Background: an optimization exercise with open tools, aiming at small area, a short achievable clock period and few clock cycles per item. Do not read the settings as production practice. No functional check of the RTL was part of any run shown here. Power figures rest on the tool's default switching activity, not on a simulated workload.

==> flow/design.v (outline; a module is shown in full before it is edited, if it fits) <==
// module csa_fa: 9 lines
// module csa_ha: 8 lines
// module binary_neuron: 894 lines
module binary_neuron (
    input  logic                    clk,
    input  logic                    reset,
    input  logic                    in_valid,
    output logic                    in_ready,
    input  logic [320:0]            in_req,
    output logic                    out_valid,
    input  logic                    out_ready,
    output logic [9:0]              out_sum
);
  // ...
==> flow/flow/run.sh <==
#!/bin/bash
# The standard layout (standard.sh: ORFS synthesis to final layout), with
# two changes:
#  - the input and output ports are buffered with the smallest buffer,
#    sky130_fd_sc_hd__buf_1, instead of the cell buffer_ports picks by default
#    (clkdlybuf4s50_1); later repair steps may still resize them;
#  - clock tree synthesis adds no dummy loads to the clock tree.
set -euo pipefail
export BUFFER_PORTS_ARGS="-buffer_cell sky130_fd_sc_hd__buf_1"
export CTS_ARGS="-sink_clustering_enable -repair_clock_nets -buf_list sky130_fd_sc_hd__clkbuf_8 -dont_use_dummy_load"
bash standard.sh > standard_flow.log 2>&1
==> flow/standard.sh <==
#!/bin/bash
# synth_recipe.tcl (not shown) runs the flow's synth.tcl, then flattens the netlist and writes it again
# the make line also repeats each setting of config.mk as NAME=value (left out here)
make -C /OpenROAD-flow-scripts/flow DESIGN_CONFIG=/design/flow/config.mk WORK_HOME=/design/flow/orfs CLKGATE_MAP_FILE= SYNTH_SCRIPT=/design/flow/synth_recipe.tcl "${@:-finish}"
==> flow/config.mk <==
export PLATFORM = sky130hd
export DESIGN_NAME = binary_neuron
export DESIGN_NICKNAME = binary_neuron
export VERILOG_FILES = /design/flow/design.v
export SDC_FILE = /design/flow/constraint.sdc
export NUM_CORES = 4
export LEC_CHECK = 0
export CAP_MARGIN = 20
export CORE_MARGIN = 2
export CORE_UTILIZATION = 40
export CTS_BUF_LIST = sky130_fd_sc_hd__clkbuf_8
export SLEW_MARGIN = 20
export SYNTH_HIERARCHICAL = 1
export SYNTH_MINIMUM_KEEP_SIZE = 0
==> flow/constraint.sdc <==
create_clock -name core_clock -period 6.0 [get_ports {clk}]
set_input_delay 1.2000 -clock core_clock [delete_from_list [all_inputs] [get_ports {clk}]]
set_output_delay 1.2000 -clock core_clock [all_outputs]
set_load 0.01 [all_outputs]
==> results.py, run 1 <==
metrics = {
    "placement": {
        "dp_cells": 1773,
    },
    "power_and_ir_drop": {
        "ir_drop_uv": 656,
        "switchingPower_uw": 3760,
        "power_density_mw_per_mm2": 608,
    },
    "finish": {
        "largest_class": "multi-input gates",
        "layout_common_cells": "336 x buf_1, 243 x fa_1, 204 x nor2_1",
        "flops_and_latches": 164,
        "clkbuf_count": 17,
        "multi_input_area_sq_mm": 0.00863,
        "final_nets": 1980,
        "largest_register_ffs": 30,
    },
    "timing": {
        "min_period_over_period_pct": 51.0,
        "rsz0062_at_grt": "false",
        "period_needed_ns": 3.06,
        "worst_pin_slew_ns": 0.629,
    },
    "worst_setup_path": {
        "cp-endpoint": "r2_s391$_DFF_P_",
        "startpoint": "r1_c218$_DFF_P_",
    },
    "global_route": {
        "grt_pass1_wl_um": 47500,
        "grtUsageMet3_pct": 3.22,
    },
    "run_status": {
        "status": "complete, no violations",
    },
    "floorplanning": {
        "rows": 64,
    },
    "clock_tree": {
        "post_cts_buffers": 0,
    },
    "yosys": {
        "synth_xor_xnor_area_share_pct": 14.1,
        "synth_top_family_by_area": "adder cells",
    },
    "min_path": {
        "holdPathStages": 1,
    },
    "route": {
        "via_count": 8200,
        "routed-wl-met3_um": 1340,
    },
}
==> run 2, diff against run 1 <==
--- a/flow/design.v
+++ b/flow/design.v
@@ -3,24 +3,16 @@
     input  logic a,
     input  logic b,
     input  logic c,
     output logic s,
     output logic co
 );
     assign {co, s} = {1'b0, a} + {1'b0, b} + {1'b0, c};
 endmodule
-module csa_ha (
-    input  logic a,
-    input  logic b,
-    output logic s,
-    output logic co
-);
-    assign {co, s} = {1'b0, a} + {1'b0, b};
-endmodule
 `timescale 1ns/10ps
 module binary_neuron (
     input  logic                    clk,
     input  logic                    reset,
     input  logic                    in_valid,
     output logic                    in_ready,
     input  logic [320:0]            in_req,
     output logic                    out_valid,
@@ -215,17 +207,17 @@
     wire q3_61 = ~(in_req[76] ^ (~in_req[3] & (in_req[73] | in_req[74] | in_req[75])));
     wire p1_62 = in_req[70] ^ (~in_req[2] & in_req[69]);
     wire p2_62 = in_req[71] ^ (~in_req[2] & (in_req[69] | in_req[70]));
     wire q3_62 = ~(in_req[72] ^ (~in_req[2] & (in_req[69] | in_req[70] | in_req[71])));
     wire p1_63 = in_req[66] ^ (~in_req[1] & in_req[65]);
     wire p2_63 = in_req[67] ^ (~in_req[1] & (in_req[65] | in_req[66]));
     wire q3_63 = ~(in_req[68] ^ (~in_req[1] & (in_req[65] | in_req[66] | in_req[67])));
     logic r1_s57, r1_s59, r1_s61, r1_s135, r1_c58, r1_c60, r1_c62, r1_s137, r1_s139, r1_s141, r1_s143, r1_s145, r1_s147, r1_s149, r1_s217, r1_s219, r1_s221, r1_s223, r1_s225, r1_s227, r1_s229, r1_s231, r1_c138, r1_c140, r1_c142, r1_c144, r1_c146, r1_s233, r1_s235, r1_c148, r1_c150, r1_s237, r1_s239, r1_s241, r1_s243, r1_s245, r1_c218, r1_c220, r1_c222, r1_c224, r1_c226, r1_c228, r1_c230, r1_c232, r1_s315, r1_s317, r1_s319, r1_s321, r1_s323, r1_s325, r1_s327, r1_s329, r1_s331, r1_s333, r1_s335, r1_s337, r1_s339, r1_s341, r1_c234, r1_c236, r1_c238, r1_c240, r1_c242, r1_c244, r1_c246, r1_s343, r1_s345, r1_s347, r1_c314, r1_c316, r1_c318, r1_c320, r1_c322, r1_c324, r1_c326, r1_c328, r1_c330, r1_c332, r1_c334, r1_c336, r1_c338, r1_c340, r1_c342, r1_s393, r1_s395, r1_s397, r1_s399, r1_s401, r1_s403, r1_s405, r1_c344, r1_c346, r1_c348, r1_c394, r1_c396, r1_c398, r1_c400, r1_c402, r1_c404, r1_c406;
-    logic r2_s447, r2_c392, r2_s449, r2_c448, r2_s475, r2_c450, r2_s477, r2_s489, r2_c476, r2_s491, r2_c478, r2_c492, r2_s499, r2_c498, r2_c500, r2_s63, r2_s157, r2_s271, r2_s391, r2_s159;
+    logic r2_s387, r2_c272, r2_s389, r2_c386, r2_s441, r2_c388, r2_s443, r2_c390, r2_s445, r2_s471, r2_s473, r2_c446, r2_s475, r2_c472, r2_s487, r2_c474, r2_s489, r2_c476, r2_c488, r2_s497, r2_c490, r2_c498, r2_s63, r2_s157, r2_s271, r2_s159;
     wire s1 = ~(in_req[317] ^ in_req[313]);
     wire c2 = in_req[317] | in_req[313];
     wire s3, c4;
     csa_fa u_s3 (.a(in_req[309]), .b(in_req[305]), .c(in_req[301]), .s(s3), .co(c4));
     wire s5, c6;
     csa_fa u_s5 (.a(in_req[297]), .b(in_req[293]), .c(in_req[289]), .s(s5), .co(c6));
     wire s7, c8;
     csa_fa u_s7 (.a(in_req[285]), .b(in_req[281]), .c(in_req[277]), .s(s7), .co(c8));
@@ -607,17 +599,17 @@
     csa_fa u_s383 (.a(s371), .b(s373), .c(c264), .s(s383), .co(c384));
     wire s385, c386;
     csa_fa u_s385 (.a(c266), .b(s375), .c(s377), .s(s385), .co(c386));
     wire s387, c388;
     csa_fa u_s387 (.a(s379), .b(c268), .c(s381), .s(s387), .co(c388));
     wire s389, c390;
     csa_fa u_s389 (.a(c270), .b(s383), .c(s385), .s(s389), .co(c390));
     wire s391, c392;
-    csa_fa u_s391 (.a(s387), .b(c272), .c(s389), .s(s391), .co(c392));
+    csa_fa u_s391 (.a(r2_s387), .b(r2_c272), .c(r2_s389), .s(s391), .co(c392));
     wire s393 = ~(c274 ^ c276);
     wire c394 = c274 | c276;
     wire s395, c396;
     csa_fa u_s395 (.a(c278), .b(c280), .c(c282), .s(s395), .co(c396));
     wire s397, c398;
     csa_fa u_s397 (.a(c284), .b(c286), .c(c288), .s(s397), .co(c398));
     wire s399, c400;
     csa_fa u_s399 (.a(c290), .b(c292), .c(c294), .s(s399), .co(c400));
@@ -663,21 +655,21 @@
     csa_fa u_s439 (.a(s427), .b(s429), .c(s431), .s(s439), .co(c440));
     wire s441, c442;
     csa_fa u_s441 (.a(c376), .b(c378), .c(c380), .s(s441), .co(c442));
     wire s443, c444;
     csa_fa u_s443 (.a(s433), .b(c382), .c(s435), .s(s443), .co(c444));
     wire s445, c446;
     csa_fa u_s445 (.a(s437), .b(s439), .c(c384), .s(s445), .co(c446));
     wire s447, c448;
-    csa_fa u_s447 (.a(c386), .b(s441), .c(c388), .s(s447), .co(c448));
+    csa_fa u_s447 (.a(r2_c386), .b(r2_s441), .c(r2_c388), .s(s447), .co(c448));
     wire s449, c450;
-    csa_fa u_s449 (.a(s443), .b(c390), .c(s445), .s(s449), .co(c450));
+    csa_fa u_s449 (.a(r2_s443), .b(r2_c390), .c(r2_s445), .s(s449), .co(c450));
     wire s451, c452;
-    csa_fa u_s451 (.a(r2_s447), .b(r2_c392), .c(r2_s449), .s(s451), .co(c452));
+    csa_fa u_s451 (.a(s447), .b(c392), .c(s449), .s(s451), .co(c452));
     wire s453 = ~(r1_c394 ^ r1_c396);
     wire c454 = r1_c394 | r1_c396;
     wire s455, c456;
     csa_fa u_s455 (.a(r1_c398), .b(r1_c400), .c(r1_c402), .s(s455), .co(c456));
     wire s457, c458;
     csa_fa u_s457 (.a(r1_c404), .b(r1_c406), .c(c408), .s(s457), .co(c458));
     wire s459, c460;
     csa_fa u_s459 (.a(c410), .b(c412), .c(c414), .s(s459), .co(c460));
@@ -693,44 +685,44 @@
     csa_fa u_s469 (.a(s459), .b(s461), .c(s463), .s(s469), .co(c470));
     wire s471, c472;
     csa_fa u_s471 (.a(c434), .b(c436), .c(c438), .s(s471), .co(c472));
     wire s473, c474;
     csa_fa u_s473 (.a(s465), .b(c440), .c(s467), .s(s473), .co(c474));
     wire s475, c476;
     csa_fa u_s475 (.a(c442), .b(s469), .c(c444), .s(s475), .co(c476));
     wire s477, c478;
-    csa_fa u_s477 (.a(s471), .b(s473), .c(c446), .s(s477), .co(c478));
+    csa_fa u_s477 (.a(r2_s471), .b(r2_s473), .c(r2_c446), .s(s477), .co(c478));
     wire s479, c480;
-    csa_fa u_s479 (.a(r2_c448), .b(r2_s475), .c(r2_c450), .s(s479), .co(c480));
+    csa_fa u_s479 (.a(c448), .b(r2_s475), .c(c450), .s(s479), .co(c480));
     wire s481, c482;
-    csa_fa u_s481 (.a(r2_s477), .b(c452), .c(s479), .s(s481), .co(c482));
+    csa_fa u_s481 (.a(s477), .b(c452), .c(s479), .s(s481), .co(c482));
     wire s483 = ~(c454 ^ c456);
     wire c484 = c454 | c456;
     wire s485, c486;
     csa_fa u_s485 (.a(c458), .b(c460), .c(c462), .s(s485), .co(c486));
     wire s487, c488;
     csa_fa u_s487 (.a(s483), .b(c464), .c(c466), .s(s487), .co(c488));
     wire s489, c490;
     csa_fa u_s489 (.a(c468), .b(s485), .c(c470), .s(s489), .co(c490));
     wire s491, c492;
-    csa_fa u_s491 (.a(c472), .b(s487), .c(c474), .s(s491), .co(c492));
+    csa_fa u_s491 (.a(r2_c472), .b(r2_s487), .c(r2_c474), .s(s491), .co(c492));
     wire s493, c494;
-    csa_fa u_s493 (.a(r2_s489), .b(r2_c476), .c(r2_s491), .s(s493), .co(c494));
+    csa_fa u_s493 (.a(r2_s489), .b(r2_c476), .c(s491), .s(s493), .co(c494));
     wire s495, c496;
-    csa_fa u_s495 (.a(r2_c478), .b(s493), .c(c480), .s(s495), .co(c496));
+    csa_fa u_s495 (.a(c478), .b(s493), .c(c480), .s(s495), .co(c496));
     wire s497 = ~(c484 ^ c486);
     wire c498 = c484 | c486;
     wire s499, c500;
-    csa_fa u_s499 (.a(c488), .b(s497), .c(c490), .s(s499), .co(c500));
+    csa_fa u_s499 (.a(r2_c488), .b(r2_s497), .c(r2_c490), .s(s499), .co(c500));
     wire s501, c502;
-    csa_fa u_s501 (.a(r2_c492), .b(r2_s499), .c(c494), .s(s501), .co(c502));
-    wire s503 = ~(r2_c498 ^ r2_c500);
-    wire c504 = r2_c498 | r2_c500;
-    wire [9:0] row_a = {c504, s503, s501, s495, s481, s451, r2_s391, r2_s271, r2_s157, r2_s63};
+    csa_fa u_s501 (.a(c492), .b(s499), .c(c494), .s(s501), .co(c502));
+    wire s503 = ~(r2_c498 ^ c500);
+    wire c504 = r2_c498 | c500;
+    wire [9:0] row_a = {c504, s503, s501, s495, s481, s451, s391, r2_s271, r2_s157, r2_s63};
     wire [9:0] row_b = {1'b0, c502, c496, c482, 1'b0, 1'b0, 1'b0, 1'b0, r2_s159, 1'b0};
     wire [9:0] total = row_a + row_b;
     logic         accept, pop;
     logic [2:0] pending, pending_next;
     assign accept = in_valid && in_ready;
     assign pop    = out_valid && out_ready;
     always_comb begin
         case ({accept, pop})
@@ -853,61 +845,86 @@
         r1_c396 <= c396;
         r1_c398 <= c398;
         r1_c400 <= c400;
         r1_c402 <= c402;
         r1_c404 <= c404;
         r1_c406 <= c406;
     end
     always_ff @(posedge clk) begin
-        r2_s447 <= s447;
-        r2_c392 <= c392;
-        r2_s449 <= s449;
-        r2_c448 <= c448;
+        r2_s387 <= s387;
+        r2_c272 <= c272;
+        r2_s389 <= s389;
+        r2_c386 <= c386;
+        r2_s441 <= s441;
+        r2_c388 <= c388;
+        r2_s443 <= s443;
+        r2_c390 <= c390;
+        r2_s445 <= s445;
+        r2_s471 <= s471;
+        r2_s473 <= s473;
+        r2_c446 <= c446;
         r2_s475 <= s475;
-        r2_c450 <= c450;
-        r2_s477 <= s477;
+        r2_c472 <= c472;
+        r2_s487 <= s487;
+        r2_c474 <= c474;
         r2_s489 <= s489;
         r2_c476 <= c476;
-        r2_s491 <= s491;
-        r2_c478 <= c478;
-        r2_c492 <= c492;
-        r2_s499 <= s499;
+        r2_c488 <= c488;
+        r2_s497 <= s497;
+        r2_c490 <= c490;
         r2_c498 <= c498;
-        r2_c500 <= c500;
         r2_s63 <= s63;
         r2_s157 <= s157;
         r2_s271 <= s271;
-        r2_s391 <= s391;
         r2_s159 <= s159;
     end
-    logic [9:0]      q_data [0:2];
-    logic [2:0]    q_wr, q_rd, q_occ;
+    logic [9:0]      q_data [0:1];
+    logic [1:0]    q_wr, q_rd, q_occ;
+    logic [9:0]      q_head;
+    logic            q_empty;
     logic            result;        
+    logic            head_load;     
+    logic            q_push, q_pull;
     assign result    = stage_valid[2];
-    assign out_valid = q_occ[0];
+    assign q_empty   = !q_occ[0];
+    assign head_load = !out_valid || out_ready;
+    assign q_pull    = head_load && !q_empty;
+    assign q_push    = result && !(head_load && q_empty);
     always_ff @(posedge clk) begin
         if (reset) begin
-            q_wr  <= 3'd1;
-            q_rd  <= 3'd1;
+            q_wr  <= 2'd1;
+            q_rd  <= 2'd1;
             q_occ <= '0;
         end else begin
-            if (result) q_wr <= {q_wr[1:0], q_wr[2]};
-            if (pop) q_rd <= {q_rd[1:0], q_rd[2]};
-            case ({result, pop})
-                2'b10:   q_occ <= {q_occ[1:0], 1'b1};
-                2'b01:   q_occ <= {1'b0, q_occ[2:1]};
+            if (q_push) q_wr <= {q_wr[0:0], q_wr[1]};
+            if (q_pull) q_rd <= {q_rd[0:0], q_rd[1]};
+            case ({q_push, q_pull})
+                2'b10:   q_occ <= {q_occ[0:0], 1'b1};
+                2'b01:   q_occ <= {1'b0, q_occ[1:1]};
                 default: ;
             endcase
         end
     end
     always_ff @(posedge clk) begin
-        for (int i = 0; i < 3; i++) begin
-            if (result && q_wr[i]) q_data[i] <= total;
+        for (int i = 0; i < 2; i++) begin
+            if (q_push && q_wr[i]) q_data[i] <= total;
         end
     end
     always_comb begin
-        out_sum = '0;
-        for (int i = 0; i < 3; i++) begin
-            out_sum = out_sum | (q_data[i] & {10{q_rd[i]}});
+        q_head = '0;
+        for (int i = 0; i < 2; i++) begin
+            q_head = q_head | (q_data[i] & {10{q_rd[i]}});
+        end
+    end
+    always_ff @(posedge clk) begin
+        if (reset) begin
+            out_valid <= 1'b0;
+        end else if (head_load) begin
+            out_valid <= !q_empty || result;
+        end
+    end
+    always_ff @(posedge clk) begin
+        if (head_load) begin
+            out_sum <= q_empty ? total : q_head;
         end
     end
 endmodule
==> flow/flow/run.sh (replaced) <==
#!/bin/bash
# The standard layout (standard.sh: ORFS synthesis to final layout), with
# one change: the input and output ports are buffered with the smallest
# buffer, sky130_fd_sc_hd__buf_1, instead of the cell buffer_ports picks by
# default (clkdlybuf4s50_1).  Later repair steps may still resize them.
set -euo pipefail
export BUFFER_PORTS_ARGS="-buffer_cell sky130_fd_sc_hd__buf_1"
bash standard.sh > standard_flow.log 2>&1
==> flow/config.mk (replaced) <==
export PLATFORM = sky130hd
export DESIGN_NAME = binary_neuron
export DESIGN_NICKNAME = binary_neuron
export VERILOG_FILES = /design/flow/design.v
export SDC_FILE = /design/flow/constraint.sdc
export NUM_CORES = 4
export LEC_CHECK = 0
export CAP_MARGIN = 20
export CORE_MARGIN = 2
export CORE_UTILIZATION = 40
export SLEW_MARGIN = 20
export SYNTH_HIERARCHICAL = 1
export SYNTH_MINIMUM_KEEP_SIZE = 0
==> results.py, run 2 <==
metrics = {
    "route": {
        "drtIter0Drc": 250,
        "wl_per_cell_um": 16.6,
        "avgViaCountPerCell": 4.55,
        "drt-total-wl_um": 30200,
        "route.detailed.drc": 0,
        "via_count": 8258,
        "antenna_left": 0,
        "drt-pass1-iter-count": 4,
    },
    "power_and_ir_drop": {
        "p_total_uw": 9100,
        "switchingPower_uw": 3800,
        "p_seq_share_pct": 25.8,
        "combPwrFrac_pct": 61.6,
        "total_leakage_power_uw": 0.00551,
        "power_density_mw_per_mm2": 612,
        "switching_share_pct": 41.8,
        "p_int_uw": 5290,
        "power_frac_clock_pct": 12.6,
        "ir_drop_uv": 573,
    },
    "floorplanning": {
        "die_w_um": 181,
        "core_sq_mm": 0.0307,
        "die_height_um": 181,
        "ios": 337,
        "rows": 64,
        "start_util_pct": 40.7,
        "dieArea_sq_mm": 0.0327,
    },
    "yosys": {
        "synth.area.top_cells": "fa_1 39%, dfxtp_1 22%, xnor2_1 9.3%",
        "ys_seq_area_share_pct": 29.3,
        "yosysTopAreaCellShare_pct": 39.0,
        "ys_seq_elements": 168,
        "async_flop_share_pct": 0,
        "yosysTopAreaCell": "fa_1",
        "synth-edff-count": 30,
        "yosysMostFrequentCell": "fa_1",
        "syn_area_sq_mm": 0.0125,
        "synth_ff_type": "dfxtp_1",
        "yosysUniqueCellTypes": 34,
        "postSynthCellCount": 1057,
        "syn_nets": 1641,
        "yosys_warnings": 8,
        "synth_common_cells": "243 x fa_1, 215 x nor2_1, 138 x dfxtp_1",
        "avgSynthCellArea_sq_um": 11.8,
    },
    "worst_setup_path": {
        "critPathLaunchType": "flop",
        "crit_path_max_fanout": 4,
        "critical_path_class": "flop to flop",
        "critPathRequiredTime_ns": 6.25,
        "worstPathCellList": "fa_1, fa_1, fa_1, ha_1, nand4_1, nor2_2, or4_4, a31oi_1",
        "crit_family": "adder cells",
        "r2r_slack_ns": 2.79,
        "crit_path_top_delay_cell": "fa_1",
        "cpPeakStageDelay_ns": 0.55,
        "crit_buf_inv": 0,
        "cp.arrival_ns": 3.46,
        "crit_path_frequent_cell": "fa_1",
        "worstSetupEndpointType": "flop",
    },
    "timing": {
        "rsz0062_at_grt": "false",
        "setup_slack_ns": 2.79,
        "slew_headroom_pct": 39.1,
        "setup_tns_ns": 0,
        "fin_worst_skew_ns": 0.0103,
        "max_freq_ghz": 0.311,
        "min_period_over_period_pct": 53.5,
        "whs_ns": 0.447,
        "finalMaxSlewViolations": 0,
        "hold_viol_final": 0,
        "worst_pin_slew_ns": 0.910,
        "period_needed_ns": 3.21,
        "finalSetupViolations": 0,
    },
    "clock_tree": {
        "cts-buffers-inserted": 17,
        "insertion_delay_ns": 0.43,
        "cts-root-buf": "clkbuf_16",
        "ctsResizeCount": 0,
        "cts.clk_slew.worst_paths_ns": 0.07,
        "cts_buffer_depth": 2,
        "cts_tree": "done",
        "post_cts_buffers": 0,
        "cts_hold_buf": 0,
        "htree_num_levels": 4,
        "clock-sinks": 168,
    },
    "global_route": {
        "grt_pass1_vias": 8947,
        "grt_pass1_wl_um": 47000,
        "grt_overflow": 0,
        "grt_start_max_net_pins": 17,
        "antenna_found_initial": 0,
        "grt_usage_pct": 19.1,
    },
    "finish": {
        "mostFrequentLayoutCell": "buf_1",
        "fin_util_pct": 48.4,
        "syn_to_final_growth_pct": 18.9,
        "layout_common_cells": "336 x buf_1, 243 x fa_1, 215 x nor2_1",
        "num-fill-cells": 2828,
        "ff_latch_area_sq_mm": 0.00366,
        "largest_register_ffs": 20,
        "reg.largest.list": "q_data: 20 flops, out_sum: 10 flops, pending: 3 flops",
        "drive_gt1_share_pct": 2.61,
        "diodes": 0,
        "largest-register": "q_data",
        "final_nets": 1991,
        "multi_input_area_sq_mm": 0.00869,
    },
    "placement": {
        "place_ws_ns": 2.36,
        "routabilityCongestion": 0.824,
        "dpl.hpwl_um": 27400,
        "io_buffers": 336,
    },
    "run": {
        "drv_cap": 0,
    },
    "min_path": {
        "hold_class": "flop to flop",
    },
    "run_status": {
        "status": "complete, no violations",
    },
}
run 2: cells by family (layout without fill, tap and decap cells):
family	after synthesis	after routing	share of synthesized area, %
and+or+nand+nor	365	365	13.3
adders and majority gates	259	259	40.6
xor gates and xnor gates	198	198	13.9
DFF	168	168	29.3
buffers and inverters	35	398	1.05
AOI/OAI and AO/OA	30	30	1.74
muxes	2	2	0.160
run 2: layer usage:
layer | vias up | routed length [um] | track usage (%) | part of all wire, %
met5 | - | 0 | 0 | 0
met4 | 0 | 293 | 3.10 | 0.97
met3 | 18 | 1180 | 3.57 | 3.9
met2 | 217 | 16400 | 35.8 | 54
met1 | 3972 | 12300 | 23.0 | 41
li1 | 4051 | - | - | -
run 2: power groups by stage:
stage / Sequential [uW] / Combinational, uW / Clock [uW]
global route: 2400 / 6400 / 1210
finish: 2340 / 5610 / 1150
detailed placement: 2380 / 5610 / 0
floorplan: 2260 / 3810 / 0
CTS: 2360 / 5740 / 1170
global placement: 2380 / 5450 / 0
run 2: worst paths after layout:
check                                               start                   endpoint  cells past startpoint
worst max-delay path                      r2_c472$_DFF_P_       out_sum[9]$_DFFE_PN_                      8
worst min-delay path            stage_valid[1]$_SDFF_PP0_  stage_valid[2]$_SDFF_PP0_                      1
worst max register to register            r2_c472$_DFF_P_       out_sum[9]$_DFFE_PN_                      8
worst min register to register  stage_valid[1]$_SDFF_PP0_  stage_valid[2]$_SDFF_PP0_                      1
run 2: area by class of cell:
class | instances | area share [%]
Timing Repair Buffer | 336 | 8.49
Clock buffer | 18 | 2.96
Multi-Input combinational cell | 854 | 58.5
Inverter | 30 | 0.758
Clock inverter | 14 | 1.24
Tap cell | 396 | 3.34
Sequential cell | 168 | 24.7
run 2: Yosys stat by module, one instance, submodules excluded:
module,flops+latches,cell area [sq um],cells
binary_neuron,168,7620,814
csa_fa,0,20.0,1
run 2: worst reg2reg max path, stage by stage (launching register included):
cell	delay (ns)
dfxtp_1	0.32
fa_1	0.55
fa_1	0.44
fa_1	0.48
ha_1	0.35
nand4_1	0.13
nor2_2	0.05
or4_4	0.49
a31oi_1	0.23
run 2: per-stage QoR:
| stage | instances | instance area, sq um |
|---|---|---|
| after global placement | 1784 | 14200 |
| after global routing | 1816 | 14900 |
| after CTS | 1816 | 14900 |
| final | 1816 | 14900 |
| after floorplan | 1057 | 12500 |
| after detailed placement | 1784 | 14200 |

-- re-timing with driven ports --
Ports are ideal in the flow. The routed layouts listed here were re-timed in OpenROAD. Step 1: set_driving_cell puts a clkbuf_16 on clk and a buf_2 on each other input, an assumption about the parent block. Step 2 adds t to the input delays and takes it off the output delays; t is the mean of the earliest and latest rising clock arrival at the registers after step 1. Input paths then give back, and output paths get back, about the clock's delay inside the block. Three values: no drivers, after step 1, after step 2; two values: the first two.
run | t, ns | slack for setup (ns) | worst setup path after step 2
run 1 | 0.479 | 2.943 / 2.943 / 2.569 | input to register
run 2 | 0.464 | 2.788 / 2.788 / 2.540 | input to register
After both steps every run listed still meets setup and hold. For run 1, which loses most, drivers alone change the setup slack by 0.000 ns; drivers and shift together by -0.374 ns.
